Source: an optimization exercise on an open RTL-to-GDS flow (aim: small area, a short achievable clock period and few clock cycles per item). Production flows keep margins and buffers that such runs may drop.
Function was checked by simulation only, so behaviour that the tests miss may differ from the original.

[flow/design.v]
package iir_df1_biquad_axis_pkg;
    localparam int unsigned acc_guard_bits = 3;
endpackage
module iir_fa (
    input  logic a,
    input  logic b,
    input  logic c,
    output logic s,
    output logic co
);
    assign s  = a ^ b ^ c;
    assign co = (a & b) | (a & c) | (b & c);
endmodule
module iir_ha (
    input  logic a,
    input  logic b,
    output logic s,
    output logic co
);
    assign s  = a ^ b;
    assign co = a & b;
endmodule
module iir_df1_biquad_axis
#(
    parameter int unsigned coeff_width  = 16,
    parameter int unsigned inout_width  = 16,
    parameter int unsigned scale_factor = 14,
    parameter int          a1_int_coeff = -31880,
    parameter int          a2_int_coeff = 15531,
    parameter int          bo_int_coeff = 167,
    parameter int          b1_int_coeff = -302,
    parameter int          b2_int_coeff = 167
) (
    input  logic                          clk,
    input  logic                          rst,
    input  logic                          s_axis_tvalid,
    input  logic signed [inout_width-1:0] s_axis_tdata,
    output logic                          m_axis_tready,
    output logic signed [inout_width-1:0] m_axis_tdata,
    output logic                          m_axis_tvalid
);
    logic        v1_q, v2_q, v3_q;        
    logic [15:0] hx1_q, hx2_q;            
    logic [15:0] y1_q;                    
    logic [15:0] yb_q;                    
    logic signed [17:0] r, t_d, t_q;
    logic [31:0]  ga_d, ga_q;
    logic [31:10] gb_d, gb_q;
    logic         gc_d, gc_q;
    logic [31:14] acc;
    logic         hi_ok;
    logic [15:0]  y_sat;
    assign r   = 18'(signed'(hx2_q)) - 18'(signed'(hx1_q)) * 18'sd2;
    assign t_d = 18'(signed'(s_axis_tdata)) + r;
    logic gt1, gt2, gt3, gt4, gt5, gt6, gt7, gt8, gt9, gt10, gt11, gt12;
    logic gt13, gt14, gt15, gt16, gt17, gt18, gt19, gt20, gt21, gt22, gt23, gt24;
    logic gt25, gt26, gt27, gt28, gt29, gt30, gt31, gt32, gt33, gt34, gt35, gt36;
    logic gt37, gt38, gt39, gt40, gt41, gt42, gt43, gt44, gt45, gt46, gt47, gt48;
    logic gt49, gt50, gt51, gt52, gt53, gt54, gt55, gt56, gt57, gt58, gt59, gt60;
    logic gt61, gt62, gt63, gt64, gt65, gt66, gt67, gt68, gt69, gt70, gt71, gt72;
    logic gt73, gt74, gt75, gt76, gt77, gt78, gt79, gt80, gt81, gt82, gt83, gt84;
    logic gt85, gt86, gt87, gt88, gt89, gt90, gt91, gt92, gt93, gt94, gt95, gt96;
    logic gt97, gt98, gt99, gt100, gt101, gt102, gt103, gt104, gt105, gt106, gt107, gt108;
    logic gt109, gt110, gt111, gt112, gt113, gt114, gt115, gt116, gt117, gt118, gt119, gt120;
    logic gt121, gt122, gt123, gt124, gt125, gt126, gt127, gt128, gt129, gt130, gt131, gt132;
    logic gt133, gt134, gt135, gt136, gt137, gt138, gt139, gt140, gt141, gt142, gt143, gt144;
    logic gt145, gt146, gt147, gt148, gt149, gt150, gt151, gt152, gt153, gt154, gt155, gt156;
    logic gt157, gt158, gt159, gt160, gt161, gt162, gt163, gt164, gt165, gt166, gt167, gt168;
    logic gt169, gt170, gt171, gt172, gt173, gt174, gt175, gt176, gt177, gt178, gt179, gt180;
    logic gt181, gt182, gt183, gt184, gt185, gt186, gt187, gt188, gt189, gt190, gt191, gt192;
    logic gt193, gt194, gt195, gt196, gt197, gt198, gt199, gt200, gt201, gt202, gt203, gt204;
    logic gt205, gt206, gt207, gt208, gt209, gt210, gt211, gt212, gt213, gt214, gt215, gt216;
    logic gt217, gt218, gt219, gt220, gt221, gt222, gt223, gt224, gt225, gt226, gt227, gt228;
    logic gt229, gt230, gt231, gt232, gt233, gt234, gt235, gt236, gt237, gt238, gt239, gt240;
    logic gt241, gt242, gt243, gt244, gt245, gt246, gt247, gt248, gt249, gt250, gt251, gt252;
    logic gt253, gt254, gt255, gt256, gt257, gt258, gt259, gt260, gt261, gt262, gt263, gt264;
    logic gt265, gt266, gt267, gt268, gt269, gt270, gt271, gt272, gt273, gt274, gt275, gt276;
    logic gt277, gt278, gt279, gt280, gt281, gt282, gt283, gt284, gt285, gt286, gt287, gt288;
    logic gt289, gt290, gt291, gt292, gt293, gt294, gt295, gt296, gt297, gt298, gt299, gt300;
    logic gt301, gt302, gt303, gt304, gt305, gt306, gt307, gt308, gt309, gt310, gt311, gt312;
    logic gt313, gt314, gt315, gt316, gt317, gt318, gt319, gt320, gt321, gt322, gt323, gt324;
    logic gt325, gt326, gt327, gt328, gt329, gt330, gt331, gt332, gt333, gt334, gt335, gt336;
    logic gt337, gt338, gt339, gt340, gt341, gt342, gt343, gt344, gt345, gt346, gt347, gt348;
    logic gt349, gt350, gt351, gt352, gt353, gt354, gt355, gt356, gt357, gt358, gt359, gt360;
    logic gt361, gt362, gt363, gt364, gt365, gt366, gt367, gt368, gt369, gt370, gt371, gt372;
    logic gt373, gt374, gt375, gt376, gt377, gt378, gt379, gt380, gt381, gt382, gt383, gt384;
    logic gt385, gt386, gt387, gt388, gt389, gt390, gt391, gt392, gt393, gt394, gt395, gt396;
    logic gt397, gt398, gt399, gt400, gt401, gt402, gt403, gt404;
    iir_ha u_gt1 (.a(t_q[8]), .b(yb_q[0]), .s(gt1), .co(gt2));
    iir_fa u_gt3 (.a(t_q[6]), .b(t_q[4]), .c(t_q[2]), .s(gt3), .co(gt4));
    iir_ha u_gt5 (.a(t_q[10]), .b(yb_q[2]), .s(gt5), .co(gt6));
    iir_fa u_gt7 (.a(t_q[7]), .b(t_q[5]), .c(t_q[3]), .s(gt7), .co(gt8));
    iir_fa u_gt9 (.a(t_q[8]), .b(t_q[6]), .c(t_q[4]), .s(gt9), .co(gt10));
    iir_fa u_gt11 (.a(hx2_q[6]), .b(yb_q[11]), .c(yb_q[9]), .s(gt11), .co(gt12));
    iir_fa u_gt13 (.a(t_q[9]), .b(t_q[7]), .c(t_q[5]), .s(gt13), .co(gt14));
    iir_fa u_gt15 (.a(hx2_q[7]), .b(yb_q[12]), .c(yb_q[10]), .s(gt15), .co(gt16));
    iir_fa u_gt17 (.a(t_q[10]), .b(t_q[8]), .c(t_q[6]), .s(gt17), .co(gt18));
    iir_fa u_gt19 (.a(hx2_q[8]), .b(yb_q[13]), .c(yb_q[11]), .s(gt19), .co(gt20));
    iir_ha u_gt21 (.a(t_q[14]), .b(yb_q[6]), .s(gt21), .co(gt22));
    iir_fa u_gt23 (.a(t_q[11]), .b(t_q[9]), .c(t_q[7]), .s(gt23), .co(gt24));
    iir_fa u_gt25 (.a(hx2_q[9]), .b(yb_q[14]), .c(yb_q[12]), .s(gt25), .co(gt26));
    iir_ha u_gt27 (.a(t_q[15]), .b(yb_q[15]), .s(gt27), .co(gt28));
    iir_fa u_gt29 (.a(t_q[12]), .b(t_q[10]), .c(t_q[8]), .s(gt29), .co(gt30));
    iir_fa u_gt31 (.a(hx2_q[10]), .b(yb_q[13]), .c(yb_q[11]), .s(gt31), .co(gt32));
    iir_ha u_gt33 (.a(yb_q[9]), .b(yb_q[5]), .s(gt33), .co(gt34));
    iir_ha u_gt35 (.a(t_q[16]), .b(yb_q[8]), .s(gt35), .co(gt36));
    iir_fa u_gt37 (.a(t_q[13]), .b(t_q[11]), .c(t_q[9]), .s(gt37), .co(gt38));
    iir_fa u_gt39 (.a(hx2_q[11]), .b(yb_q[14]), .c(yb_q[12]), .s(gt39), .co(gt40));
    iir_ha u_gt41 (.a(yb_q[10]), .b(yb_q[6]), .s(gt41), .co(gt42));
    iir_ha u_gt43 (.a(t_q[17]), .b(t_q[14]), .s(gt43), .co(gt44));
    assign gt45 = gt43 | gt44;
    iir_fa u_gt46 (.a(t_q[12]), .b(t_q[10]), .c(hx2_q[12]), .s(gt46), .co(gt47));
    iir_fa u_gt48 (.a(yb_q[15]), .b(yb_q[9]), .c(yb_q[3]), .s(gt48), .co(gt49));
    iir_ha u_gt50 (.a(yb_q[13]), .b(yb_q[11]), .s(gt50), .co(gt51));
    iir_ha u_gt52 (.a(t_q[15]), .b(t_q[13]), .s(gt52), .co(gt53));
    assign gt54 = gt52 | gt53;
    iir_fa u_gt55 (.a(t_q[11]), .b(hx2_q[13]), .c(yb_q[14]), .s(gt55), .co(gt56));
    iir_ha u_gt57 (.a(yb_q[12]), .b(yb_q[8]), .s(gt57), .co(gt58));
    iir_ha u_gt59 (.a(t_q[16]), .b(t_q[14]), .s(gt59), .co(gt60));
    assign gt61 = gt59 | gt60;
    iir_fa u_gt62 (.a(t_q[12]), .b(hx2_q[14]), .c(yb_q[13]), .s(gt62), .co(gt63));
    iir_ha u_gt64 (.a(t_q[17]), .b(hx2_q[15]), .s(gt64), .co(gt65));
    assign gt66 = ~(t_q[17] | hx2_q[15]);
    iir_ha u_gt67 (.a(t_q[2]), .b(t_q[0]), .s(gt67), .co(gt68));
    iir_fa u_gt69 (.a(t_q[3]), .b(t_q[1]), .c(hx2_q[1]), .s(gt69), .co(gt70));
    iir_ha u_gt71 (.a(yb_q[6]), .b(yb_q[4]), .s(gt71), .co(gt72));
    iir_fa u_gt73 (.a(t_q[4]), .b(t_q[2]), .c(t_q[0]), .s(gt73), .co(gt74));
    iir_fa u_gt75 (.a(hx2_q[2]), .b(yb_q[7]), .c(yb_q[5]), .s(gt75), .co(gt76));
    iir_ha u_gt77 (.a(yb_q[3]), .b(yb_q[1]), .s(gt77), .co(gt78));
    iir_fa u_gt79 (.a(t_q[5]), .b(t_q[3]), .c(t_q[1]), .s(gt79), .co(gt80));
    iir_fa u_gt81 (.a(hx2_q[3]), .b(yb_q[8]), .c(yb_q[6]), .s(gt81), .co(gt82));
    assign gt83 = ~gt1;
    iir_fa u_gt84 (.a(yb_q[4]), .b(yb_q[2]), .c(gt83), .s(gt84), .co(gt85));
    iir_fa u_gt86 (.a(hx2_q[4]), .b(yb_q[9]), .c(yb_q[7]), .s(gt86), .co(gt87));
    assign gt88 = ~t_q[9];
    iir_fa u_gt89 (.a(gt88), .b(yb_q[5]), .c(yb_q[3]), .s(gt89), .co(gt90));
    assign gt91 = ~gt3;
    iir_fa u_gt92 (.a(yb_q[1]), .b(gt2), .c(gt91), .s(gt92), .co(gt93));
    iir_fa u_gt94 (.a(hx2_q[5]), .b(yb_q[10]), .c(yb_q[8]), .s(gt94), .co(gt95));
    iir_fa u_gt96 (.a(yb_q[6]), .b(yb_q[4]), .c(yb_q[0]), .s(gt96), .co(gt97));
    assign gt98 = ~gt5;
    iir_fa u_gt99 (.a(gt4), .b(gt98), .c(gt7), .s(gt99), .co(gt100));
    iir_fa u_gt101 (.a(yb_q[7]), .b(yb_q[5]), .c(yb_q[1]), .s(gt101), .co(gt102));
    iir_fa u_gt103 (.a(t_q[11]), .b(yb_q[3]), .c(gt6), .s(gt103), .co(gt104));
    iir_fa u_gt105 (.a(gt8), .b(gt9), .c(gt11), .s(gt105), .co(gt106));
    iir_fa u_gt107 (.a(yb_q[8]), .b(yb_q[6]), .c(yb_q[2]), .s(gt107), .co(gt108));
    iir_fa u_gt109 (.a(gt10), .b(gt12), .c(gt13), .s(gt109), .co(gt110));
    assign gt111 = ~gt15;
    iir_fa u_gt112 (.a(t_q[12]), .b(yb_q[4]), .c(gt111), .s(gt112), .co(gt113));
    iir_fa u_gt114 (.a(yb_q[9]), .b(yb_q[7]), .c(yb_q[3]), .s(gt114), .co(gt115));
    iir_fa u_gt116 (.a(gt14), .b(gt16), .c(gt17), .s(gt116), .co(gt117));
    assign gt118 = ~gt19;
    iir_fa u_gt119 (.a(t_q[13]), .b(yb_q[5]), .c(gt118), .s(gt119), .co(gt120));
    iir_fa u_gt121 (.a(yb_q[10]), .b(yb_q[8]), .c(yb_q[4]), .s(gt121), .co(gt122));
    iir_fa u_gt123 (.a(gt18), .b(gt20), .c(gt23), .s(gt123), .co(gt124));
    assign gt125 = ~gt25;
    iir_fa u_gt126 (.a(yb_q[0]), .b(gt21), .c(gt125), .s(gt126), .co(gt127));
    assign gt128 = ~gt33;
    iir_fa u_gt129 (.a(yb_q[7]), .b(yb_q[1]), .c(gt128), .s(gt129), .co(gt130));
    iir_fa u_gt131 (.a(gt24), .b(gt26), .c(gt29), .s(gt131), .co(gt132));
    assign gt133 = ~gt31;
    iir_fa u_gt134 (.a(gt22), .b(gt27), .c(gt133), .s(gt134), .co(gt135));
    assign gt136 = ~yb_q[2];
    iir_fa u_gt137 (.a(gt136), .b(gt34), .c(gt41), .s(gt137), .co(gt138));
    iir_fa u_gt139 (.a(gt30), .b(gt32), .c(gt37), .s(gt139), .co(gt140));
    assign gt141 = ~gt39;
    iir_fa u_gt142 (.a(gt28), .b(gt35), .c(gt141), .s(gt142), .co(gt143));
    iir_fa u_gt144 (.a(yb_q[7]), .b(gt42), .c(gt50), .s(gt144), .co(gt145));
    iir_fa u_gt146 (.a(gt36), .b(gt43), .c(gt48), .s(gt146), .co(gt147));
    iir_fa u_gt148 (.a(gt38), .b(gt40), .c(gt46), .s(gt148), .co(gt149));
    assign gt150 = ~gt51;
    iir_fa u_gt151 (.a(yb_q[10]), .b(yb_q[4]), .c(gt150), .s(gt151), .co(gt152));
    iir_fa u_gt153 (.a(gt57), .b(gt45), .c(gt47), .s(gt153), .co(gt154));
    assign gt155 = ~gt55;
    iir_fa u_gt156 (.a(gt49), .b(gt52), .c(gt155), .s(gt156), .co(gt157));
    iir_fa u_gt158 (.a(yb_q[15]), .b(yb_q[11]), .c(yb_q[5]), .s(gt158), .co(gt159));
    iir_fa u_gt160 (.a(yb_q[9]), .b(gt58), .c(gt54), .s(gt160), .co(gt161));
    assign gt162 = ~gt59;
    iir_fa u_gt163 (.a(gt56), .b(gt162), .c(gt62), .s(gt163), .co(gt164));
    iir_fa u_gt165 (.a(t_q[15]), .b(t_q[13]), .c(yb_q[14]), .s(gt165), .co(gt166));
    assign gt167 = ~yb_q[10];
    iir_fa u_gt168 (.a(yb_q[12]), .b(gt167), .c(yb_q[6]), .s(gt168), .co(gt169));
    iir_fa u_gt170 (.a(gt64), .b(gt61), .c(gt63), .s(gt170), .co(gt171));
    iir_ha u_gt172 (.a(t_q[16]), .b(t_q[14]), .s(gt172), .co(gt173));
    assign gt174 = gt172 | gt173;
    iir_fa u_gt175 (.a(yb_q[15]), .b(yb_q[13]), .c(yb_q[7]), .s(gt175), .co(gt176));
    iir_ha u_gt177 (.a(yb_q[11]), .b(gt66), .s(gt177), .co(gt178));
    iir_fa u_gt179 (.a(t_q[17]), .b(yb_q[14]), .c(yb_q[8]), .s(gt179), .co(gt180));
    iir_ha u_gt181 (.a(t_q[1]), .b(yb_q[4]), .s(gt181), .co(gt182));
    iir_fa u_gt183 (.a(hx2_q[0]), .b(yb_q[5]), .c(yb_q[3]), .s(gt183), .co(gt184));
    iir_ha u_gt185 (.a(t_q[5]), .b(yb_q[1]), .s(gt185), .co(gt186));
    assign gt187 = ~t_q[5] & yb_q[1];
    assign gt188 = ~t_q[6];
    iir_fa u_gt189 (.a(gt188), .b(yb_q[2]), .c(yb_q[0]), .s(gt189), .co(gt190));
    iir_fa u_gt191 (.a(gt68), .b(gt71), .c(gt69), .s(gt191), .co(gt192));
    assign gt193 = ~t_q[7];
    iir_fa u_gt194 (.a(gt193), .b(gt72), .c(gt77), .s(gt194), .co(gt195));
    iir_fa u_gt196 (.a(gt70), .b(gt73), .c(gt75), .s(gt196), .co(gt197));
    iir_fa u_gt198 (.a(gt78), .b(gt74), .c(gt76), .s(gt198), .co(gt199));
    iir_fa u_gt200 (.a(gt79), .b(gt81), .c(gt84), .s(gt200), .co(gt201));
    iir_fa u_gt202 (.a(gt80), .b(gt82), .c(gt86), .s(gt202), .co(gt203));
    assign gt204 = ~gt92;
    iir_fa u_gt205 (.a(gt89), .b(gt85), .c(gt204), .s(gt205), .co(gt206));
    iir_fa u_gt207 (.a(gt87), .b(gt90), .c(gt94), .s(gt207), .co(gt208));
    assign gt209 = ~gt93;
    iir_fa u_gt210 (.a(gt96), .b(gt209), .c(gt99), .s(gt210), .co(gt211));
    iir_fa u_gt212 (.a(gt95), .b(gt97), .c(gt101), .s(gt212), .co(gt213));
    assign gt214 = ~gt103;
    iir_fa u_gt215 (.a(gt100), .b(gt214), .c(gt105), .s(gt215), .co(gt216));
    iir_fa u_gt217 (.a(gt102), .b(gt107), .c(gt106), .s(gt217), .co(gt218));
    assign gt219 = ~gt109;
    iir_fa u_gt220 (.a(gt104), .b(gt219), .c(gt112), .s(gt220), .co(gt221));
    iir_fa u_gt222 (.a(gt108), .b(gt114), .c(gt110), .s(gt222), .co(gt223));
    assign gt224 = ~gt116;
    iir_fa u_gt225 (.a(gt113), .b(gt224), .c(gt119), .s(gt225), .co(gt226));
    iir_fa u_gt227 (.a(gt115), .b(gt121), .c(gt117), .s(gt227), .co(gt228));
    assign gt229 = ~gt123;
    iir_fa u_gt230 (.a(gt120), .b(gt229), .c(gt126), .s(gt230), .co(gt231));
    iir_fa u_gt232 (.a(gt122), .b(gt124), .c(gt131), .s(gt232), .co(gt233));
    iir_fa u_gt234 (.a(gt129), .b(gt127), .c(gt134), .s(gt234), .co(gt235));
    iir_fa u_gt236 (.a(gt130), .b(gt135), .c(gt142), .s(gt236), .co(gt237));
    iir_fa u_gt238 (.a(gt137), .b(gt132), .c(gt139), .s(gt238), .co(gt239));
    iir_fa u_gt240 (.a(gt138), .b(gt144), .c(gt140), .s(gt240), .co(gt241));
    assign gt242 = ~gt148;
    iir_fa u_gt243 (.a(gt143), .b(gt146), .c(gt242), .s(gt243), .co(gt244));
    iir_fa u_gt245 (.a(gt145), .b(gt149), .c(gt153), .s(gt245), .co(gt246));
    iir_fa u_gt247 (.a(gt151), .b(gt147), .c(gt156), .s(gt247), .co(gt248));
    iir_fa u_gt249 (.a(gt158), .b(gt152), .c(gt157), .s(gt249), .co(gt250));
    iir_fa u_gt251 (.a(gt154), .b(gt160), .c(gt163), .s(gt251), .co(gt252));
    assign gt253 = ~gt165;
    iir_fa u_gt254 (.a(gt159), .b(gt253), .c(gt168), .s(gt254), .co(gt255));
    iir_fa u_gt256 (.a(gt161), .b(gt164), .c(gt170), .s(gt256), .co(gt257));
    iir_fa u_gt258 (.a(gt169), .b(gt172), .c(gt175), .s(gt258), .co(gt259));
    iir_fa u_gt260 (.a(gt166), .b(gt177), .c(gt171), .s(gt260), .co(gt261));
    iir_fa u_gt262 (.a(t_q[15]), .b(yb_q[12]), .c(gt174), .s(gt262), .co(gt263));
    assign gt264 = ~gt178;
    iir_fa u_gt265 (.a(gt176), .b(gt179), .c(gt264), .s(gt265), .co(gt266));
    iir_ha u_gt267 (.a(t_q[16]), .b(yb_q[15]), .s(gt267), .co(gt268));
    assign gt269 = gt267 | gt268;
    assign gt270 = ~yb_q[13];
    iir_fa u_gt271 (.a(gt270), .b(yb_q[9]), .c(gt180), .s(gt271), .co(gt272));
    iir_ha u_gt273 (.a(t_q[17]), .b(yb_q[10]), .s(gt273), .co(gt274));
    iir_ha u_gt275 (.a(t_q[0]), .b(yb_q[3]), .s(gt275), .co(gt276));
    assign gt277 = ~t_q[4];
    iir_fa u_gt278 (.a(gt277), .b(yb_q[2]), .c(yb_q[0]), .s(gt278), .co(gt279));
    assign gt280 = ~gt185;
    iir_fa u_gt281 (.a(gt182), .b(gt280), .c(gt67), .s(gt281), .co(gt282));
    iir_fa u_gt283 (.a(gt187), .b(gt184), .c(gt189), .s(gt283), .co(gt284));
    iir_fa u_gt285 (.a(gt190), .b(gt194), .c(gt192), .s(gt285), .co(gt286));
    iir_fa u_gt287 (.a(gt195), .b(gt197), .c(gt198), .s(gt287), .co(gt288));
    iir_fa u_gt289 (.a(gt199), .b(gt202), .c(gt201), .s(gt289), .co(gt290));
    iir_fa u_gt291 (.a(gt203), .b(gt207), .c(gt206), .s(gt291), .co(gt292));
    iir_fa u_gt293 (.a(gt208), .b(gt212), .c(gt211), .s(gt293), .co(gt294));
    iir_fa u_gt295 (.a(gt213), .b(gt216), .c(gt217), .s(gt295), .co(gt296));
    assign gt297 = ~gt221;
    iir_fa u_gt298 (.a(gt218), .b(gt297), .c(gt222), .s(gt298), .co(gt299));
    assign gt300 = ~gt226;
    iir_fa u_gt301 (.a(gt223), .b(gt300), .c(gt227), .s(gt301), .co(gt302));
    assign gt303 = ~gt231;
    iir_fa u_gt304 (.a(gt228), .b(gt303), .c(gt232), .s(gt304), .co(gt305));
    assign gt306 = ~gt233;
    iir_fa u_gt307 (.a(gt306), .b(gt235), .c(gt236), .s(gt307), .co(gt308));
    assign gt309 = ~gt237;
    iir_fa u_gt310 (.a(gt309), .b(gt239), .c(gt240), .s(gt310), .co(gt311));
    assign gt312 = ~gt244;
    iir_fa u_gt313 (.a(gt241), .b(gt312), .c(gt245), .s(gt313), .co(gt314));
    assign gt315 = ~gt246;
    iir_fa u_gt316 (.a(gt315), .b(gt248), .c(gt249), .s(gt316), .co(gt317));
    assign gt318 = ~gt252;
    iir_fa u_gt319 (.a(gt254), .b(gt250), .c(gt318), .s(gt319), .co(gt320));
    assign gt321 = ~gt257;
    iir_fa u_gt322 (.a(gt255), .b(gt258), .c(gt321), .s(gt322), .co(gt323));
    assign gt324 = ~gt262;
    iir_fa u_gt325 (.a(gt259), .b(gt324), .c(gt265), .s(gt325), .co(gt326));
    iir_fa u_gt327 (.a(gt267), .b(gt271), .c(gt266), .s(gt327), .co(gt328));
    assign gt329 = ~gt273;
    iir_fa u_gt330 (.a(yb_q[14]), .b(gt269), .c(gt329), .s(gt330), .co(gt331));
    iir_ha u_gt332 (.a(yb_q[15]), .b(yb_q[11]), .s(gt332), .co(gt333));
    assign gt334 = ~(yb_q[15] | yb_q[11]);
    iir_ha u_gt335 (.a(t_q[1]), .b(yb_q[1]), .s(gt335), .co(gt336));
    assign gt337 = ~t_q[1] & yb_q[1];
    assign gt338 = ~t_q[2];
    iir_fa u_gt339 (.a(gt338), .b(yb_q[2]), .c(yb_q[0]), .s(gt339), .co(gt340));
    assign gt341 = ~t_q[3];
    iir_fa u_gt342 (.a(gt341), .b(yb_q[1]), .c(gt275), .s(gt342), .co(gt343));
    iir_fa u_gt344 (.a(gt276), .b(gt181), .c(gt278), .s(gt344), .co(gt345));
    iir_fa u_gt346 (.a(gt279), .b(gt183), .c(gt281), .s(gt346), .co(gt347));
    iir_fa u_gt348 (.a(gt282), .b(gt283), .c(gt191), .s(gt348), .co(gt349));
    iir_fa u_gt350 (.a(gt284), .b(gt196), .c(gt285), .s(gt350), .co(gt351));
    iir_fa u_gt352 (.a(gt286), .b(gt287), .c(gt200), .s(gt352), .co(gt353));
    iir_fa u_gt354 (.a(gt288), .b(gt205), .c(gt289), .s(gt354), .co(gt355));
    iir_fa u_gt356 (.a(gt210), .b(gt290), .c(gt291), .s(gt356), .co(gt357));
    iir_fa u_gt358 (.a(gt215), .b(gt292), .c(gt293), .s(gt358), .co(gt359));
    assign gt360 = ~gt220;
    iir_fa u_gt361 (.a(gt360), .b(gt294), .c(gt295), .s(gt361), .co(gt362));
    assign gt363 = ~gt225;
    iir_fa u_gt364 (.a(gt363), .b(gt296), .c(gt298), .s(gt364), .co(gt365));
    assign gt366 = ~gt230;
    iir_fa u_gt367 (.a(gt366), .b(gt299), .c(gt301), .s(gt367), .co(gt368));
    assign gt369 = ~gt234;
    iir_fa u_gt370 (.a(gt369), .b(gt302), .c(gt304), .s(gt370), .co(gt371));
    assign gt372 = ~gt307;
    iir_fa u_gt373 (.a(gt238), .b(gt305), .c(gt372), .s(gt373), .co(gt374));
    assign gt375 = ~gt310;
    iir_fa u_gt376 (.a(gt243), .b(gt308), .c(gt375), .s(gt376), .co(gt377));
    assign gt378 = ~gt247;
    iir_fa u_gt379 (.a(gt378), .b(gt311), .c(gt313), .s(gt379), .co(gt380));
    assign gt381 = ~gt316;
    iir_fa u_gt382 (.a(gt251), .b(gt314), .c(gt381), .s(gt382), .co(gt383));
    assign gt384 = ~gt256;
    iir_fa u_gt385 (.a(gt384), .b(gt317), .c(gt319), .s(gt385), .co(gt386));
    assign gt387 = ~gt260;
    iir_fa u_gt388 (.a(gt387), .b(gt320), .c(gt322), .s(gt388), .co(gt389));
    assign gt390 = ~gt261;
    iir_fa u_gt391 (.a(gt390), .b(gt325), .c(gt323), .s(gt391), .co(gt392));
    assign gt393 = ~gt263;
    iir_fa u_gt394 (.a(gt393), .b(gt326), .c(gt327), .s(gt394), .co(gt395));
    assign gt396 = ~gt330;
    iir_fa u_gt397 (.a(gt396), .b(gt272), .c(gt328), .s(gt397), .co(gt398));
    assign gt399 = ~gt274;
    iir_fa u_gt400 (.a(gt332), .b(gt399), .c(gt331), .s(gt400), .co(gt401));
    iir_ha u_gt402 (.a(yb_q[12]), .b(gt334), .s(gt402), .co(gt403));
    assign gt404 = ~yb_q[12] & gt334;
    logic [10:0] g_lo;
    assign g_lo = {1'b0, gt353, gt351, gt349, gt347, gt345, gt343, gt340, gt337, ~t_q[0], t_q[0]} + {1'b0, gt354, gt352, gt350, gt348, gt346, gt344, gt342, gt339, ~gt335, yb_q[0]};
    assign ga_d = {1'b1, 1'b0, ~yb_q[14], ~yb_q[13], gt404, gt401, ~gt398, ~gt395, ~gt392, ~gt389, ~gt386, gt383, gt380, ~gt377, gt374, gt371, gt368, gt365, gt362, gt359, gt357, gt355, g_lo[9:0]};
    assign gb_d = {1'b0, 1'b0, yb_q[15], yb_q[14], yb_q[13], ~gt402, gt400, ~gt397, ~gt394, ~gt391, ~gt388, ~gt385, gt382, gt379, ~gt376, gt373, gt370, gt367, gt364, gt361, gt358, gt356};
    assign gc_d = g_lo[10];
    logic lt1, lt2, lt3, lt4, lt5, lt6, lt7, lt8, lt9, lt10, lt11, lt12;
    logic lt13, lt14, lt15, lt16, lt17, lt18, lt19, lt20, lt21, lt22, lt23, lt24;
    logic lt25, lt26, lt27, lt28, lt29, lt30, lt31, lt32, lt33, lt34, lt35, lt36;
    logic lt37, lt38, lt39, lt40, lt41, lt42, lt43, lt44, lt45, lt46, lt47, lt48;
    logic lt49, lt50, lt51, lt52, lt53, lt54, lt55, lt56, lt57, lt58, lt59, lt60;
    logic lt61, lt62, lt63, lt64, lt65, lt66, lt67, lt68, lt69, lt70, lt71, lt72;
    logic lt73, lt74, lt75, lt76, lt77, lt78, lt79, lt80, lt81, lt82, lt83, lt84;
    logic lt85, lt86, lt87, lt88, lt89, lt90, lt91, lt92, lt93, lt94, lt95, lt96;
    logic lt97, lt98, lt99, lt100, lt101, lt102, lt103, lt104, lt105, lt106, lt107, lt108;
    logic lt109, lt110, lt111, lt112, lt113, lt114, lt115, lt116, lt117, lt118, lt119, lt120;
    logic lt121, lt122, lt123, lt124, lt125, lt126, lt127, lt128, lt129, lt130, lt131, lt132;
    logic lt133, lt134, lt135, lt136, lt137, lt138, lt139, lt140, lt141, lt142, lt143, lt144;
    logic lt145, lt146, lt147, lt148, lt149, lt150, lt151, lt152, lt153, lt154, lt155, lt156;
    iir_fa u_lt1 (.a(ga_q[10]), .b(gb_q[10]), .c(gc_q), .s(lt1), .co(lt2));
    iir_fa u_lt3 (.a(ga_q[11]), .b(gb_q[11]), .c(y1_q[8]), .s(lt3), .co(lt4));
    iir_fa u_lt5 (.a(ga_q[12]), .b(gb_q[12]), .c(y1_q[9]), .s(lt5), .co(lt6));
    iir_fa u_lt7 (.a(ga_q[13]), .b(gb_q[13]), .c(y1_q[10]), .s(lt7), .co(lt8));
    iir_fa u_lt9 (.a(ga_q[14]), .b(gb_q[14]), .c(y1_q[11]), .s(lt9), .co(lt10));
    iir_fa u_lt11 (.a(ga_q[15]), .b(gb_q[15]), .c(y1_q[12]), .s(lt11), .co(lt12));
    iir_ha u_lt13 (.a(y1_q[8]), .b(y1_q[0]), .s(lt13), .co(lt14));
    iir_fa u_lt15 (.a(ga_q[16]), .b(gb_q[16]), .c(y1_q[13]), .s(lt15), .co(lt16));
    assign lt17 = ~y1_q[6];
    iir_fa u_lt18 (.a(y1_q[9]), .b(lt17), .c(y1_q[1]), .s(lt18), .co(lt19));
    iir_fa u_lt20 (.a(ga_q[17]), .b(gb_q[17]), .c(y1_q[14]), .s(lt20), .co(lt21));
    assign lt22 = ~y1_q[7];
    iir_fa u_lt23 (.a(y1_q[10]), .b(lt22), .c(y1_q[2]), .s(lt23), .co(lt24));
    iir_fa u_lt25 (.a(ga_q[18]), .b(gb_q[18]), .c(y1_q[11]), .s(lt25), .co(lt26));
    assign lt27 = ~y1_q[3];
    iir_fa u_lt28 (.a(y1_q[15]), .b(y1_q[8]), .c(lt27), .s(lt28), .co(lt29));
    iir_fa u_lt30 (.a(ga_q[19]), .b(gb_q[19]), .c(y1_q[12]), .s(lt30), .co(lt31));
    iir_ha u_lt32 (.a(y1_q[9]), .b(y1_q[4]), .s(lt32), .co(lt33));
    assign lt34 = ~y1_q[9] & y1_q[4];
    iir_fa u_lt35 (.a(ga_q[20]), .b(gb_q[20]), .c(y1_q[13]), .s(lt35), .co(lt36));
    iir_ha u_lt37 (.a(y1_q[10]), .b(y1_q[5]), .s(lt37), .co(lt38));
    assign lt39 = ~y1_q[10] & y1_q[5];
    iir_fa u_lt40 (.a(ga_q[21]), .b(gb_q[21]), .c(y1_q[14]), .s(lt40), .co(lt41));
    iir_ha u_lt42 (.a(y1_q[11]), .b(y1_q[6]), .s(lt42), .co(lt43));
    assign lt44 = ~y1_q[11] & y1_q[6];
    iir_fa u_lt45 (.a(ga_q[22]), .b(gb_q[22]), .c(y1_q[7]), .s(lt45), .co(lt46));
    iir_ha u_lt47 (.a(y1_q[15]), .b(y1_q[12]), .s(lt47), .co(lt48));
    assign lt49 = ~(y1_q[15] | y1_q[12]);
    iir_fa u_lt50 (.a(ga_q[23]), .b(gb_q[23]), .c(y1_q[8]), .s(lt50), .co(lt51));
    iir_ha u_lt52 (.a(ga_q[24]), .b(gb_q[24]), .s(lt52), .co(lt53));
    iir_ha u_lt54 (.a(ga_q[25]), .b(gb_q[25]), .s(lt54), .co(lt55));
    iir_ha u_lt56 (.a(y1_q[7]), .b(y1_q[3]), .s(lt56), .co(lt57));
    iir_fa u_lt58 (.a(y1_q[4]), .b(lt2), .c(lt3), .s(lt58), .co(lt59));
    iir_fa u_lt60 (.a(y1_q[5]), .b(lt4), .c(lt5), .s(lt60), .co(lt61));
    iir_fa u_lt62 (.a(y1_q[6]), .b(lt6), .c(lt7), .s(lt62), .co(lt63));
    iir_fa u_lt64 (.a(y1_q[7]), .b(lt8), .c(lt9), .s(lt64), .co(lt65));
    iir_fa u_lt66 (.a(lt13), .b(lt10), .c(lt11), .s(lt66), .co(lt67));
    iir_fa u_lt68 (.a(lt14), .b(lt12), .c(lt15), .s(lt68), .co(lt69));
    iir_fa u_lt70 (.a(lt16), .b(lt19), .c(lt20), .s(lt70), .co(lt71));
    iir_fa u_lt72 (.a(lt21), .b(lt24), .c(lt25), .s(lt72), .co(lt73));
    assign lt74 = ~lt26;
    iir_fa u_lt75 (.a(lt32), .b(lt74), .c(lt29), .s(lt75), .co(lt76));
    iir_fa u_lt77 (.a(lt34), .b(lt31), .c(lt35), .s(lt77), .co(lt78));
    iir_fa u_lt79 (.a(lt39), .b(lt36), .c(lt40), .s(lt79), .co(lt80));
    iir_fa u_lt81 (.a(lt44), .b(lt47), .c(lt41), .s(lt81), .co(lt82));
    iir_fa u_lt83 (.a(lt49), .b(lt46), .c(lt50), .s(lt83), .co(lt84));
    assign lt85 = ~y1_q[14];
    iir_fa u_lt86 (.a(lt85), .b(y1_q[9]), .c(lt52), .s(lt86), .co(lt87));
    iir_fa u_lt88 (.a(y1_q[15]), .b(y1_q[10]), .c(lt53), .s(lt88), .co(lt89));
    iir_fa u_lt90 (.a(ga_q[26]), .b(gb_q[26]), .c(y1_q[11]), .s(lt90), .co(lt91));
    iir_ha u_lt92 (.a(ga_q[27]), .b(gb_q[27]), .s(lt92), .co(lt93));
    iir_ha u_lt94 (.a(ga_q[28]), .b(gb_q[28]), .s(lt94), .co(lt95));
    iir_ha u_lt96 (.a(ga_q[29]), .b(gb_q[29]), .s(lt96), .co(lt97));
    iir_ha u_lt98 (.a(ga_q[7]), .b(y1_q[4]), .s(lt98), .co(lt99));
    iir_fa u_lt100 (.a(ga_q[8]), .b(y1_q[5]), .c(y1_q[1]), .s(lt100), .co(lt101));
    iir_fa u_lt102 (.a(ga_q[9]), .b(y1_q[6]), .c(y1_q[2]), .s(lt102), .co(lt103));
    assign lt104 = ~y1_q[0];
    iir_fa u_lt105 (.a(lt104), .b(lt56), .c(lt1), .s(lt105), .co(lt106));
    assign lt107 = ~y1_q[1];
    iir_fa u_lt108 (.a(lt107), .b(lt57), .c(lt58), .s(lt108), .co(lt109));
    assign lt110 = ~y1_q[2];
    iir_fa u_lt111 (.a(lt110), .b(lt59), .c(lt60), .s(lt111), .co(lt112));
    iir_fa u_lt113 (.a(lt27), .b(lt61), .c(lt62), .s(lt113), .co(lt114));
    assign lt115 = ~y1_q[4];
    iir_fa u_lt116 (.a(lt115), .b(lt63), .c(lt64), .s(lt116), .co(lt117));
    assign lt118 = ~y1_q[5];
    iir_fa u_lt119 (.a(lt118), .b(lt65), .c(lt66), .s(lt119), .co(lt120));
    iir_fa u_lt121 (.a(lt18), .b(lt67), .c(lt68), .s(lt121), .co(lt122));
    iir_fa u_lt123 (.a(lt23), .b(lt69), .c(lt70), .s(lt123), .co(lt124));
    assign lt125 = ~lt28;
    iir_fa u_lt126 (.a(lt125), .b(lt71), .c(lt72), .s(lt126), .co(lt127));
    assign lt128 = ~lt75;
    iir_fa u_lt129 (.a(lt30), .b(lt73), .c(lt128), .s(lt129), .co(lt130));
    assign lt131 = ~lt77;
    iir_fa u_lt132 (.a(lt37), .b(lt76), .c(lt131), .s(lt132), .co(lt133));
    assign lt134 = ~lt42;
    iir_fa u_lt135 (.a(lt134), .b(lt78), .c(lt79), .s(lt135), .co(lt136));
    iir_fa u_lt137 (.a(lt45), .b(lt80), .c(lt81), .s(lt137), .co(lt138));
    assign lt139 = ~y1_q[13];
    iir_fa u_lt140 (.a(lt139), .b(lt82), .c(lt83), .s(lt140), .co(lt141));
    iir_fa u_lt142 (.a(lt51), .b(lt86), .c(lt84), .s(lt142), .co(lt143));
    iir_fa u_lt144 (.a(lt54), .b(lt87), .c(lt88), .s(lt144), .co(lt145));
    iir_fa u_lt146 (.a(lt55), .b(lt90), .c(lt89), .s(lt146), .co(lt147));
    iir_fa u_lt148 (.a(y1_q[12]), .b(lt92), .c(lt91), .s(lt148), .co(lt149));
    iir_fa u_lt150 (.a(y1_q[13]), .b(lt93), .c(lt94), .s(lt150), .co(lt151));
    iir_fa u_lt152 (.a(y1_q[14]), .b(lt95), .c(lt96), .s(lt152), .co(lt153));
    iir_ha u_lt154 (.a(y1_q[15]), .b(lt97), .s(lt154), .co(lt155));
    assign lt156 = ~y1_q[15] & lt97;
    logic [31:0] l_sum;
    assign l_sum = {lt156, lt153, lt151, lt149, lt147, lt145, lt143, lt141, lt138, lt136, ~lt133, lt130, lt127, lt124, lt122, lt120, lt117, lt114, lt112, lt109, lt106, lt103, lt101, lt99, lt98, ga_q[6], ga_q[5], ga_q[4], ga_q[3], ga_q[2], ga_q[1], ga_q[0]} + {1'b1, ~lt154, lt152, lt150, lt148, lt146, lt144, lt142, lt140, lt137, lt135, ~lt132, lt129, lt126, lt123, lt121, lt119, lt116, lt113, lt111, lt108, lt105, lt102, lt100, y1_q[0], y1_q[3], y1_q[2], y1_q[1], y1_q[0], 1'b0, 1'b0, 1'b0};
    assign acc = l_sum[31:14];
    assign hi_ok = (acc[31:29] == 3'b000) || (acc[31:29] == 3'b111);
    assign y_sat = hi_ok ? acc[29:14] : {acc[31], {15{~acc[31]}}};
    always_ff @(posedge clk) begin
        t_q  <= t_d;
        ga_q <= ga_d;
        gb_q <= gb_d;
        gc_q <= gc_d;
        if (rst) begin
            v1_q  <= 1'b0;
            v2_q  <= 1'b0;
            v3_q  <= 1'b0;
            hx1_q <= '0;
            hx2_q <= '0;
            y1_q  <= '0;
            yb_q  <= '0;
        end else begin
            v1_q <= s_axis_tvalid;
            v2_q <= v1_q;
            v3_q <= v2_q;
            if (s_axis_tvalid) begin
                hx1_q <= s_axis_tdata;
                hx2_q <= hx1_q;
            end
            if (v2_q) begin
                y1_q <= y_sat;
            end
            if (v1_q && v2_q) begin
                yb_q <= y_sat;
            end else if (v1_q || v2_q) begin
                yb_q <= y1_q;
            end
        end
    end
    assign m_axis_tready = 1'b1;
    assign m_axis_tdata  = y1_q;
    assign m_axis_tvalid = v3_q;
endmodule
[flow/run.sh]
#!/bin/bash
# synth_recipe.tcl (not shown) runs the flow's synth.tcl, then flattens the netlist and writes it again
# the make line also repeats each setting of config.mk as NAME=value (left out here)
make -C /OpenROAD-flow-scripts/flow DESIGN_CONFIG=/design/flow/config.mk WORK_HOME=/design/flow/orfs CLKGATE_MAP_FILE= SYNTH_SCRIPT=/design/flow/synth_recipe.tcl finish
[flow/config.mk]
export PLATFORM = sky130hd
export DESIGN_NAME = iir_df1_biquad_axis
export DESIGN_NICKNAME = iir_df1_biquad_axis
export VERILOG_FILES = /design/flow/design.v
export SDC_FILE = /design/flow/constraint.sdc
export NUM_CORES = 4
export LEC_CHECK = 0
export ABC_AREA = 1
export CAP_MARGIN = 20
export CORE_MARGIN = 2
export CORE_UTILIZATION = 40
export SETUP_SLACK_MARGIN = 3.2
export SLEW_MARGIN = 20
export SYNTH_HIERARCHICAL = 1
export SYNTH_MINIMUM_KEEP_SIZE = 0
[flow/constraint.sdc]
create_clock -name core_clock -period 7.0 [get_ports {clk}]
set_input_delay 1.4000 -clock core_clock [delete_from_list [all_inputs] [get_ports {clk}]]
set_output_delay 1.4000 -clock core_clock [all_outputs]
set_load 0.01 [all_outputs]
==> impl_metrics.yaml, run 1 <==
run_status:
  outcome: "no timing/DRC/antenna violations"
floorplanning:
  die-area_sq_um: 31700
  core_sq_um: 29700
  die_w_microns: 178
  ios: 37
  die_h_microns: 178
  fp-row-count: 63
  start_util: 0.408
cts:
  clock-root-buffer: "clkbuf_16"
  clock-sinks: 133
  cts-htree-levels: 4
  clkSlewWorstSetupHoldPaths_ns: 0.06
  hold_buffers: 0
  clockBufferDepth: 2
  cts_made_buffers: 17
  cts_tree: "yes"
  clkLatencyLatePin_ns: 0.43
yosys:
  ys_types: 40
  syn_nets: 1648
  ys.flop_type: "dfxtp_1"
  async_reset_ff_frac: 0
  postSynthCellCount: 1323
  synth-simple-area-share: 0.124
  synth_top_family_by_area: "adder cells"
  yosys_warnings: 7
  synth_edf_count: 0
  synth_area_leaders: "fa_1 35%, dfxtp_1 22%, ha_1 9.5%"
  ys_seq_elements: 133
  ys_seq_area_frac: 0.220
  synth_compound_area_frac: 0.0889
  syn_area_per_cell_sq_um: 9.16
  yosysTopAreaCellShare: 0.353
  yosys-mux-area-fraction: 0
  synth_area_sq_um: 12100
  synthXorXnorAreaFrac: 0.0224
  synthAdderAreaFrac: 0.448
  synth_top_area_cell: "fa_1"
routing:
  dr.pass1.iters: 5
  postRouteAntennaNets: 0
  avgRoutedWirePerCell_microns: 15.9
  drtIter0Drc: 435
  viasPerCell: 4.79
  drc: 0
  drt_wl_total_mm: 28.3
  vias: 8552
final_layout:
  syn_to_final_growth_pct: 18.0
  most-common-layout-cells: "269 x inv_1, 212 x fa_1, 174 x nand2_1"
  multi_input_area_sq_um: 8910
  ff_latch_area_sq_um: 2710
  layout-drive-gt1-share: 0.158
  final_common_cell: "inv_1"
  fin_util: 0.481
  nets: 1708
  n_antenna_cell: 0
  fillers: 2767
  design_area_sq_um: 14300
worst_setup_path:
  worstSetupPathType: "flip-flop to flip-flop"
  crit_path_start_kind: "flip-flop"
  cp_cell_sequence: "fa_1 -> fa_1 -> fa_1 -> ha_4 -> nand2_2 -> nor2_2 -> inv_1 -> nor2_1 -> nand2_1 -> nand3_2 -> nand2_4 -> nand2_2 -> nand2_2 -> nand2_2 -> nand2_4 -> nand2_8 -> nand2_1 -> nand2_2 -> nand2_1 -> a21oi_2"
  cp_slowest_cell: "fa_1"
  required_ns: 7.35
  cpMostUsedCell: "nand2_2"
  worst_ep_arrival_time_ns: 4.12
  path_max_fanout: 8
  max_stage_delay_ns: 0.57
  cp-end-kind: "flip-flop"
grt:
  grt.total_usage: 0.191
  grt_pass1_wl_mm: 46.7
  overflow: 0
  grt_max_degree: 46
  grt_pass1_vias: 9038
  antenna_found_initial: 0
hold_path:
  hold_path_class: "flip-flop to flip-flop"
sta:
  rsz0062_at_grt: "yes"
  final.period_utilization: 0.538
  worst_pin_slew_ns: 0.952
  relSlewSlack: 0.363
  period_needed_ns: 3.77
  fin_setup_tns_ns: 0
  finalClockSkew_ns: 0.0141
  drv_slew: 0
  fmax_ghz: 0.265
  hold_viol: 0
  setup_viol: 0
run:
  drv_cap: 0
placed_design:
  finalWeightedCongestion: 0.887
  dp_hpwl_mm: 22.8
  placed_area_sq_um: 12900
  numPortBuffers: 35
-- path summary, 6_finish.rpt --
kind | from | end | slack (ns) | cells after the start
max | y1_q[8] | yb_q[10] | 3.23 | 20
min | hx2_q[14] | hx2_q[14] | 0.53 | 2
max reg2reg | y1_q[8] | yb_q[10] | 3.23 | 20
min reg2reg | hx2_q[14] | hx2_q[14] | 0.53 | 2
-- Yosys cell counts, types with 2 or more instances --
cell      number
nand2_2       17
nand2_1      210
nand4_1        5
nand3_1       40
xor2_1        25
nand3_2        2
o22ai_1        5
o211ai_1       2
fa_1         214
a21oi_1       90
ha_1          92
dfxtp_1      133
xnor2_1        6
o21bai_1       7
a21boi_0       2
inv_1        272
a21oi_2       12
inv_2          6
o21ai_0       51
clkbuf_1      18
or2_2          5
o21ai_1       20
nor2_1        62
nor2_2         2
nand2_4        3
a21o_1         5
nor3_1         4
-- cell families (layout without fill, tap and decap cells) --
| kind of cell | count (synthesis) | count (layout) |
|---|---|---|
| simple gates | 354 | 356 |
| fa+ha+maj | 306 | 306 |
| buf+inv | 302 | 371 |
| compound gates | 196 | 196 |
| flops | 133 | 133 |
| xor+xnor | 31 | 31 |
| other cells | 1 | 1 |
-- sequential cells by signal (all words and copies together) (netlist names) --
register  cells
v1_q          1
v2_q          1
ga_q         27
yb_q         16
hx2_q        16
v3_q          1
gc_q          1
gb_q         20
hx1_q        16
y1_q         16
t_q          18
-- critical path: cells and delay by family, from the launching register on --
kind / cells / cell delay, ns
adder cells (fa/ha/maj): 4 / 1.81
AND/OR/NAND/NOR: 14 / 1.22
flip-flops: 1 / 0.42
AO/OA/AOI/OAI: 1 / 0.16
buffers and inverters: 1 / 0.06
-- repair_timing --
item                       4_1_cts  5_1_grt
buffers inserted                 2       23
cloned                           2        0
resized for setup               37      136
setup endpoints to repair       31       36
pin swaps                        2       44
-- modules after synthesis, one instance, submodules excluded --
| module | flops+latches | area, sq um |
|---|---|---|
| iir_ha | 0 | 12.5 |
| iir_fa | 0 | 20.0 |
| iir_df1_biquad_axis | 133 | 7670 |
-- layer usage --
| metal | wire (microns) | vias up | global-route usage |
|---|---|---|---|
| met5 | 0 | - | 0 |
| met4 | 529 | 0 | 0.0611 |
| met3 | 1100 | 36 | 0.0324 |
| met2 | 13300 | 186 | 0.308 |
| met1 | 13400 | 4140 | 0.263 |
| li1 | - | 4190 | - |
-- per-stage QoR --
stage / hold slack (ns) / instances / setup slack, ns
2_1_floorplan: 0.472 / 1323 / 3.37
3_3_place_gp: 0.516 / 1727 / 2.75
3_5_place_dp: 0.535 / 1727 / 2.70
4_1_cts: 0.543 / 1761 / 3.19
5_1_grt: 0.554 / 1784 / 3.05
6_report: 0.528 / 1784 / 3.23
-- cell type report --
class	instances	area share
sequential	133	0.190
clock inverter	12	0.00928
inverter	279	0.0741
timing repair buffer	62	0.0389
clock buffer	18	0.0307
tap	390	0.0341
multi-input combinational	890	0.623
Testbench counts, summed over its fixed seeds: cycles 24,024, items 24,000.
==> run 2, diff against run 1 <==
--- a/flow/config.mk
+++ b/flow/config.mk
@@ -10,5 +10,7 @@
 export CORE_MARGIN = 2
 export CORE_UTILIZATION = 40
-export SETUP_SLACK_MARGIN = 3.2
+export CTS_CLUSTER_DIAMETER = 120
+export CTS_CLUSTER_SIZE = 40
+export SETUP_SLACK_MARGIN = 3.0
 export SLEW_MARGIN = 20
 export SYNTH_HIERARCHICAL = 1
==> impl_metrics.yaml, run 2 <==
yosys:
  ys.flop_type: "dfxtp_1"
  yosys-mux-area-fraction: 0
  async_reset_ff_frac: 0
  synth_edf_count: 0
  synth_top_family_by_area: "adder cells"
  synth_area_sq_um: 12100
  syn_area_per_cell_sq_um: 9.16
  synthAdderAreaFrac: 0.448
  ys_seq_area_frac: 0.220
  ys_seq_elements: 133
  yosysMostFrequentCell: "inv_1"
  synth_compound_area_frac: 0.0889
  yosysTopAreaCellShare: 0.353
  synth_top_area_cell: "fa_1"
  synthXorXnorAreaFrac: 0.0224
  yosys_warnings: 7
  postSynthCellCount: 1323
  synth_common_cells: "272 x inv_1, 214 x fa_1, 210 x nand2_1"
  ys_types: 40
  synth_area_leaders: "fa_1 35%, dfxtp_1 22%, ha_1 9.5%"
  syn_nets: 1648
  synth-simple-area-share: 0.124
routing:
  drtIter0Drc: 434
  drt_wl_total_mm: 27.9
  viasPerCell: 4.79
  avgRoutedWirePerCell_microns: 15.8
  dr.pass1.iters: 5
  drc: 0
  postRouteAntennaNets: 0
  vias: 8458
placed_design:
  placed_area_sq_um: 12900
  numPortBuffers: 35
  dp_hpwl_mm: 22.8
  finalWeightedCongestion: 0.887
sta:
  relSlewSlack: 0.365
  finalClockSkew_ns: 0.0141
  worst_pin_slew_ns: 0.949
  drv_slew: 0
  whs_ns: 0.528
  fmax_ghz: 0.264
  setup_viol: 0
  period_needed_ns: 3.79
  fin_setup_tns_ns: 0
  rsz0062_at_grt: "no"
  hold_viol: 0
  final.period_utilization: 0.541
floorplanning:
  fp-row-count: 63
  die-area_sq_um: 31700
  ios: 37
  start_util: 0.408
  die_h_microns: 178
  core_sq_um: 29700
  die_w_microns: 178
worst_setup_path:
  worstSetupPathType: "flip-flop to flip-flop"
  required_ns: 7.32
  worst_ep_arrival_time_ns: 4.10
  ff2ff_path_depth: 18
  path_max_fanout: 8
  max_stage_delay_ns: 0.52
  cpMostUsedCell: "nand2_1"
  cp_slowest_cell: "fa_1"
  cp_cell_sequence: "fa_1 -> fa_1 -> fa_1 -> ha_1 -> a21oi_1 -> inv_1 -> a21oi_2 -> nand3_2 -> nand2_1 -> nand2_1 -> nand2_1 -> nand2_1 -> nand2_4 -> nand2_8 -> nand2_1 -> nand2_1 -> o21ai_1 -> inv_1"
  cp-end-kind: "flip-flop"
  crit_path_start_kind: "flip-flop"
grt:
  overflow: 0
  grt_max_degree: 46
  grt_pass1_wl_mm: 46.2
  grt_pass1_vias: 8980
  antenna_found_initial: 0
  grt.total_usage: 0.189
run_status:
  outcome: "no timing/DRC/antenna violations"
final_layout:
  fin_util: 0.462
  design_area_sq_um: 13700
  largest_reg_flops: 27
  final_common_cell: "inv_1"
  top_regs: "ga_q: 27 flops, gb_q: 20 flops, t_q: 18 flops"
  n_antenna_cell: 0
  layout-drive-gt1-share: 0.0917
  syn_to_final_growth_pct: 13.4
  most-common-layout-cells: "272 x inv_1, 214 x fa_1, 204 x nand2_1"
  largest-register: "ga_q"
  nets: 1688
hold_path:
  hold_path_class: "flip-flop to flip-flop"
  whs_path_depth: 2
cts:
  cts_made_buffers: 17
  clkSlewWorstSetupHoldPaths_ns: 0.06
  cts_tree: "yes"
  clock-root-buffer: "clkbuf_16"
  clkLatencyLatePin_ns: 0.42
  clockBufferDepth: 2
  cts-htree-levels: 4
  clock-sinks: 133
run:
  drv_cap: 0
-- run 2: changes by cell type in the layout (fill, tap and decap cells not counted), sizes merged --
cell,before,now
clkinv,8,7
inv,278,279
buf,27,7
-- run 2: kinds of logic after synthesis --
kind of cell,count (synthesis)
other cells,1
flops,133
compound gates,196
fa+ha+maj,306
buf+inv,302
xor+xnor,31
simple gates,354
-- run 2: worst paths after layout --
check	from	to	slack, ns
worst max-delay path	y1_q[10]	y1_q[1]	3.21
worst min-delay path	hx2_q[14]	hx2_q[14]	0.53
worst max register to register	y1_q[10]	y1_q[1]	3.21
worst min register to register	hx2_q[14]	hx2_q[14]	0.53
-- run 2: routing by layer --
metal | share of wire | track usage | vias up
met4 | 0.022 | 0.0632 | 0
met5 | 0 | 0 | -
met1 | 0.48 | 0.260 | 4093
li1 | - | - | 4153
met3 | 0.041 | 0.0320 | 34
met2 | 0.46 | 0.304 | 178
-- run 2: timing repair --
item | 4_1_cts | 5_1_grt
cloned | 1 | 1
hold endpoints to repair | 0 | 0
setup endpoints to repair | 30 | 32
resized for setup | 10 | 58
setup buffers | 1 | 4
hold buffers | 0 | 0
pin swaps | 1 | 9
-- run 2: cell type report --
| cell class | instances | area (sq um) |
|---|---|---|
| fill | 2823 | 16000 |
| clock buffer | 18 | 439 |
| inverter | 279 | 1050 |
| timing repair buffer | 42 | 407 |
| sequential | 133 | 2700 |
| clock inverter | 12 | 133 |
| tap | 390 | 488 |
| multi-input combinational | 890 | 8520 |
-- run 2: modules after synthesis (local to each module, per instance) --
module               flops+latches  cells
iir_df1_biquad_axis            133   1086
iir_fa                           0      1
iir_ha                           0      1
-- run 2: worst max-delay path: cells and delay by family (launching register included) --
| kind | cells | cell delay (ns) |
|---|---|---|
| DFF | 1 | 0.42 |
| adders and majority gates | 4 | 1.74 |
| and+or+nand+nor | 9 | 0.92 |
| AOI/OAI and AO/OA | 3 | 0.46 |
| buffers and inverters | 2 | 0.12 |
-- run 2: per-stage QoR --
| stage | std cells | setup WS [ns] |
|---|---|---|
| floorplan | 1323 | 3.37 |
| global placement | 1727 | 2.75 |
| detailed placement | 1727 | 2.70 |
| CTS | 1759 | 3.01 |
| global route | 1764 | 2.98 |
| finish | 1764 | 3.21 |
==> run 3, diff against run 2 <==
--- a/flow/config.mk
+++ b/flow/config.mk
@@ -9,7 +9,6 @@
 export CAP_MARGIN = 20
 export CORE_MARGIN = 2
-export CORE_UTILIZATION = 40
-export CTS_CLUSTER_DIAMETER = 120
-export CTS_CLUSTER_SIZE = 40
+export CORE_UTILIZATION = 55
+export PLACE_DENSITY = 0.75
 export SETUP_SLACK_MARGIN = 3.0
 export SLEW_MARGIN = 20
==> impl_metrics.yaml, run 3 <==
run_status:
  outcome: "no timing/DRC/antenna violations"
placed_design:
  dp_hpwl_mm: 21.8
  placed_area_sq_um: 12700
  finalWeightedCongestion: 0.920
  numPortBuffers: 35
yosys:
  yosys_warnings: 7
  postSynthCellCount: 1323
  ys_types: 40
  synth_area_leaders: "fa_1 35%, dfxtp_1 22%, ha_1 9.5%"
  yosysMostFrequentCell: "inv_1"
  ys.flop_type: "dfxtp_1"
  ys_seq_elements: 133
  syn_nets: 1648
  yosysTopAreaCellShare: 0.353
  synth_edf_count: 0
  synth_top_area_cell: "fa_1"
  synth_common_cells: "272 x inv_1, 214 x fa_1, 210 x nand2_1"
  syn_area_per_cell_sq_um: 9.16
  synth_area_sq_um: 12100
  ys_seq_area_frac: 0.220
  async_reset_ff_frac: 0
routing:
  dr.pass1.iters: 7
  avgRoutedWirePerCell_microns: 16.8
  drc: 0
  drt_wl_total_mm: 27.9
  drtIter0Drc: 559
  vias: 8708
  viasPerCell: 5.26
  postRouteAntennaNets: 0
sta:
  fmax_ghz: 0.262
  relSlewSlack: 0.356
  finalClockSkew_ns: 0.0114
  period_needed_ns: 3.82
  hold_viol: 0
  final.period_utilization: 0.546
  rsz0062_at_grt: "no"
  setup_viol: 0
  fin_setup_tns_ns: 0
  worst_pin_slew_ns: 0.962
  drv_slew: 0
  whs_ns: 0.528
hold_path:
  hold_start: "hx2_q[1]"
  hold_end: "hx2_q[1]"
  whs_path_depth: 2
  hold_path_class: "flip-flop to flip-flop"
cts:
  cts-htree-levels: 4
  clock-root-buffer: "clkbuf_16"
  cts_tree: "yes"
  clockBufferDepth: 2
  clkLatencyLatePin_ns: 0.43
  clkSlewWorstSetupHoldPaths_ns: 0.06
  clock-sinks: 133
  hold_buffers: 0
  cts_made_buffers: 17
grt:
  grt_pass1_vias: 9208
  grt_max_degree: 45
  antenna_found_initial: 0
  grt.total_usage: 0.250
  overflow: 0
  grt_pass1_wl_mm: 45.7
worst_setup_path:
  required_ns: 7.35
  r2r-start: "y1_q[8]"
  reg2reg_slack_ns: 3.18
  ff2ff_path_depth: 18
  worstSetupPathType: "flip-flop to flip-flop"
  crit_path_start_kind: "flip-flop"
  worst_ep_arrival_time_ns: 4.18
  cp-end-kind: "flip-flop"
  regToRegEndpoint: "yb_q[8]"
  path_max_fanout: 8
final_layout:
  syn_to_final_growth_pct: 11.7
  final_common_cell: "inv_1"
  largest-register: "ga_q"
  multi_input_area_sq_um: 8430
  n_antenna_cell: 0
  ff_latch_area_sq_um: 2700
  fillers: 1769
  design_area_sq_um: 13500
  most-common-layout-cells: "271 x inv_1, 213 x fa_1, 207 x nand2_1"
  nets: 1686
  largest_reg_flops: 27
  top_regs: "ga_q: 27 flops, gb_q: 20 flops, t_q: 18 flops"
  fin_util: 0.622
  layout-drive-gt1-share: 0.0852
floorplanning:
  die_h_microns: 152
  fp-row-count: 54
  ios: 37
  start_util: 0.557
  core_sq_um: 21800
  die-area_sq_um: 23200
  die_w_microns: 152
run:
  drv_cap: 0
[run 3: cell types whose count changed in the layout (fill, tap and decap cells not counted), moves of 2 or more]
cell / delta
a21oi_2: -2
clkbuf_1: +2
nand2_1: +3
a21oi_1: +2
nand2_8: -3
[run 3: what timing repair did]
| item | CTS | global route |
|---|---|---|
| gates cloned | 1 | 1 |
| buffers inserted | 1 | 2 |
| pin swaps | 1 | 2 |
| setup endpoints to repair | 30 | 31 |
| resized for setup | 10 | 40 |
[run 3: per-stage QoR]
step,std cells,setup slack [ns]
3_3_place_gp,1617,2.77
4_1_cts,1651,3.04
2_1_floorplan,1323,3.37
3_5_place_dp,1617,2.69
6_report,1654,3.18
5_1_grt,1654,2.99
[run 3: critical path, cell delays in order (launching register included)]
cell and delay [ns]:
dfxtp_4 0.44, fa_1 0.46, fa_1 0.51, fa_1 0.42, ha_2 0.39, nand2_1 0.10, nor2_1 0.20, nand2_1 0.10
nor2_1 0.10, nand2_1 0.09, nand3_1 0.08, nand2_1 0.07, nand2_1 0.07, nand2_2 0.11, nand2_4 0.17, nand2_1 0.10
nand2_2 0.08, nand2_1 0.07, a21oi_2 0.16
[run 3: worst max-delay path by stage]
stage | start | to | cells after the start
final | y1_q[8] | yb_q[8] | 18
after global routing | y1_q[12] | yb_q[1] | 19
after CTS | y1_q[7] | yb_q[8] | 22
after detailed placement | s_axis_tdata[3] | t_q[14] | 14
after global placement | s_axis_tdata[3] | t_q[14] | 14
after floorplan | y1_q[6] | y1_q[5] | 22
[run 3: layer usage]
layer	global-route usage	share of wire
met1	0.324	0.43
met2	0.422	0.49
met3	0.0447	0.052
met4	0.0974	0.029
met5	0	0
[run 3: modules after synthesis (local to each module, per instance)]
module | copies in the design | area (sq um) | cells | flops+latches
iir_fa | 198 | 20.0 | 1 | 0
iir_df1_biquad_axis | 1 | 7670 | 1086 | 133
iir_ha | 39 | 12.5 | 1 | 0
[run 3: cells by family after synthesis]
logic type                 synth area share
DFF                                   0.220
xor gates and xnor gates             0.0224
other                              0.000309
and+or+nand+nor                       0.124
adders and majority gates             0.448
buffers and inverters                0.0959
AOI/OAI and AO/OA                    0.0889
[run 3: cell type report]
cell class | instances | area share
clock buffer | 21 | 0.0340
clock inverter | 11 | 0.0110
inverter | 279 | 0.0777
multi-input combinational | 890 | 0.623
sequential | 133 | 0.200
tap | 280 | 0.0259
timing repair buffer | 40 | 0.0287
==> run 4, diff against run 3 <==
--- a/flow/config.mk
+++ b/flow/config.mk
@@ -9,6 +9,5 @@
 export CAP_MARGIN = 20
 export CORE_MARGIN = 2
-export CORE_UTILIZATION = 55
-export PLACE_DENSITY = 0.75
+export CORE_UTILIZATION = 40
 export SETUP_SLACK_MARGIN = 3.0
 export SLEW_MARGIN = 20
==> impl_metrics.yaml, run 4 <==
grt:
  top_usage_layer: "met2"
  use_met2: 0.304
  use_met1: 0.260
  grt.total_usage: 0.189
  overflow: 0
  grt_pass1_vias: 8980
  antenna_found_initial: 0
  grt.met3_usage: 0.0320
  grt_max_degree: 46
cts:
  cts-htree-levels: 4
  clkLatencyLatePin_ns: 0.42
  clkSlewWorstSetupHoldPaths_ns: 0.06
  cts_tree: "yes"
  cts_made_buffers: 17
  clock-sinks: 133
  clock-root-buffer: "clkbuf_16"
sta:
  drv_slew: 0
  worst_pin_slew_ns: 0.949
  fin_setup_tns_ns: 0
  setup_viol: 0
  hold_viol: 0
  relSlewSlack: 0.365
yosys:
  ys_seq_area_frac: 0.220
  postSynthCellCount: 1323
  ys_types: 40
  syn_nets: 1648
  yosys_warnings: 7
  synth_top_area_cell: "fa_1"
  ys.flop_type: "dfxtp_1"
  synth_area_leaders: "fa_1 35%, dfxtp_1 22%, ha_1 9.5%"
  synth_common_cells: "272 x inv_1, 214 x fa_1, 210 x nand2_1"
  async_reset_ff_frac: 0
  synth_area_sq_um: 12100
worst_setup_path:
  regToRegEndpoint: "y1_q[1]"
  cpLargestDelayFamily: "adder cells"
  cp-end-kind: "flip-flop"
  ff2ff_path_depth: 18
  r2r-start: "y1_q[10]"
  crit_path_start_kind: "flip-flop"
  cp.depth: 18
  cp_cell_sequence: "fa_1 -> fa_1 -> fa_1 -> ha_1 -> a21oi_1 -> inv_1 -> a21oi_2 -> nand3_2 -> nand2_1 -> nand2_1 -> nand2_1 -> nand2_1 -> nand2_4 -> nand2_8 -> nand2_1 -> nand2_1 -> o21ai_1 -> inv_1"
  crit_path_start: "y1_q[10]"
  crit_path_end: "y1_q[1]"
  worst_ep_arrival_time_ns: 4.10
  required_ns: 7.32
  worstSetupPathType: "flip-flop to flip-flop"
run_status:
  outcome: "no timing/DRC/antenna violations"
routing:
  postRouteAntennaNets: 0
  avgRoutedWirePerCell_microns: 15.8
  drt_wl_total_mm: 27.9
  dr.pass1.iters: 5
  viasPerCell: 4.79
placed_design:
  dp_hpwl_mm: 22.8
  numPortBuffers: 35
final_layout:
  most-common-layout-cells: "272 x inv_1, 214 x fa_1, 204 x nand2_1"
  n_antenna_cell: 0
  largest_reg_flops: 27
  final_common_cell: "inv_1"
  nets: 1688
  largest-register: "ga_q"
  layout-drive-gt1-share: 0.0917
floorplanning:
  start_util: 0.408
  fp-row-count: 63
  die_h_microns: 178
  core_sq_um: 29700
  die_w_microns: 178
run:
  drv_cap: 0
hold_path:
  hold_path_class: "flip-flop to flip-flop"
## run 4: through the flow
stage | utilization | hold WS, ns | instances | worst slack [ns]
finish | 0.462 | 0.528 | 1764 | 3.21
global route | 0.462 | 0.554 | 1764 | 2.98
CTS | 0.453 | 0.543 | 1759 | 3.01
detailed placement | 0.433 | 0.535 | 1727 | 2.70
global placement | 0.433 | 0.516 | 1727 | 2.75
floorplan | - | 0.472 | 1323 | 3.37
## run 4: final cells by class
class / instances / area, sq um
Inverter: 279 / 1050
Clock buffer: 18 / 439
Clock inverter: 12 / 133
Tap cell: 390 / 488
Fill cell: 2823 / 16000
Multi-Input combinational cell: 890 / 8520
Sequential cell: 133 / 2700
Timing Repair Buffer: 42 / 407
## run 4: per-module statistics from Yosys, one instance, submodules excluded
module               flip-flops and latches  cells inside  cell area (sq um)  times used
iir_ha                                    0             1               12.5          39
iir_df1_biquad_axis                     133          1086               7670           1
iir_fa                                    0             1               20.0         198
## run 4: cell families (layout without fill, tap and decap cells)
family | count (synthesis) | count (layout) | synth area share
DFF | 133 | 133 | 0.220
xor gates and xnor gates | 31 | 31 | 0.0224
buffers and inverters | 302 | 351 | 0.0959
adders and majority gates | 306 | 306 | 0.448
and+or+nand+nor | 354 | 356 | 0.124
other | 1 | 1 | 0.000309
AOI/OAI and AO/OA | 196 | 196 | 0.0889
## run 4: worst min-delay path by stage
| stage | slack, ns | to |
|---|---|---|
| 6_report | 0.53 | hx2_q[14] |
| 5_1_grt | 0.55 | hx2_q[14] |
| 4_1_cts | 0.54 | hx2_q[13] |
| 3_5_place_dp | 0.53 | hx2_q[13] |
| 3_3_place_gp | 0.52 | hx2_q[12] |
| 2_1_floorplan | 0.47 | gb_q[17] |
## run 4: worst register-to-register path: stages (launching register included)
cell	delay [ns]
dfxtp_4	0.42
fa_1	0.45
fa_1	0.52
fa_1	0.43
ha_1	0.34
a21oi_1	0.20
inv_1	0.07
a21oi_2	0.14
nand3_2	0.15
nand2_1	0.14
nand2_1	0.07
nand2_1	0.07
nand2_1	0.08
nand2_4	0.14
nand2_8	0.10
nand2_1	0.10
nand2_1	0.08
o21ai_1	0.13
inv_1	0.05
## run 4: what timing repair did
| item | 4_1_cts | 5_1_grt |
|---|---|---|
| buffers inserted | 1 | 4 |
| endpoints found under the setup margin | 30 | 32 |
| cloned | 1 | 1 |
| hold buffers | 0 | 0 |
| gates resized for setup | 10 | 58 |
| pin swaps | 1 | 9 |
## run 4: routing by layer
layer  up-vias  wire length, microns
met1      4093                 13300
met3        34                  1140
li1       4153                     -
met4         0                   601
met5         -                     0
met2       178                 12800

[separate check: timing with driven ports]
In the flow no input, the clock included, has a driving cell. The finished layouts below were timed again as built, in two steps. Step 1 assumes that a clkbuf_16 drives the clock port and a buf_2 every other input. Step 2 moves the port delays by t, midway between the first and last clock arrival at a register: inputs arrive t later, outputs are due t later. That takes back most of the time a late clock gives input paths. Slacks: no drivers / after step 1 / after step 2; pairs: no drivers / after step 1.
run	t (ns)	setup slack, ns	latest minus earliest clock arrival (ns)
run 1	0.463	3.231 / 3.231 / 2.940	0.014 / 0.014
run 2	0.462	3.213 / 3.213 / 2.861	0.014 / 0.015
run 3	0.464	3.177 / 3.177 / 2.779	0.012 / 0.012
run 4	0.462	3.213 / 3.213 / 2.861	0.014 / 0.015
After both steps setup and hold are still met in every run listed. For run 3, which loses most, drivers alone change the setup slack by 0.000 ns; drivers and shift together by -0.398 ns.
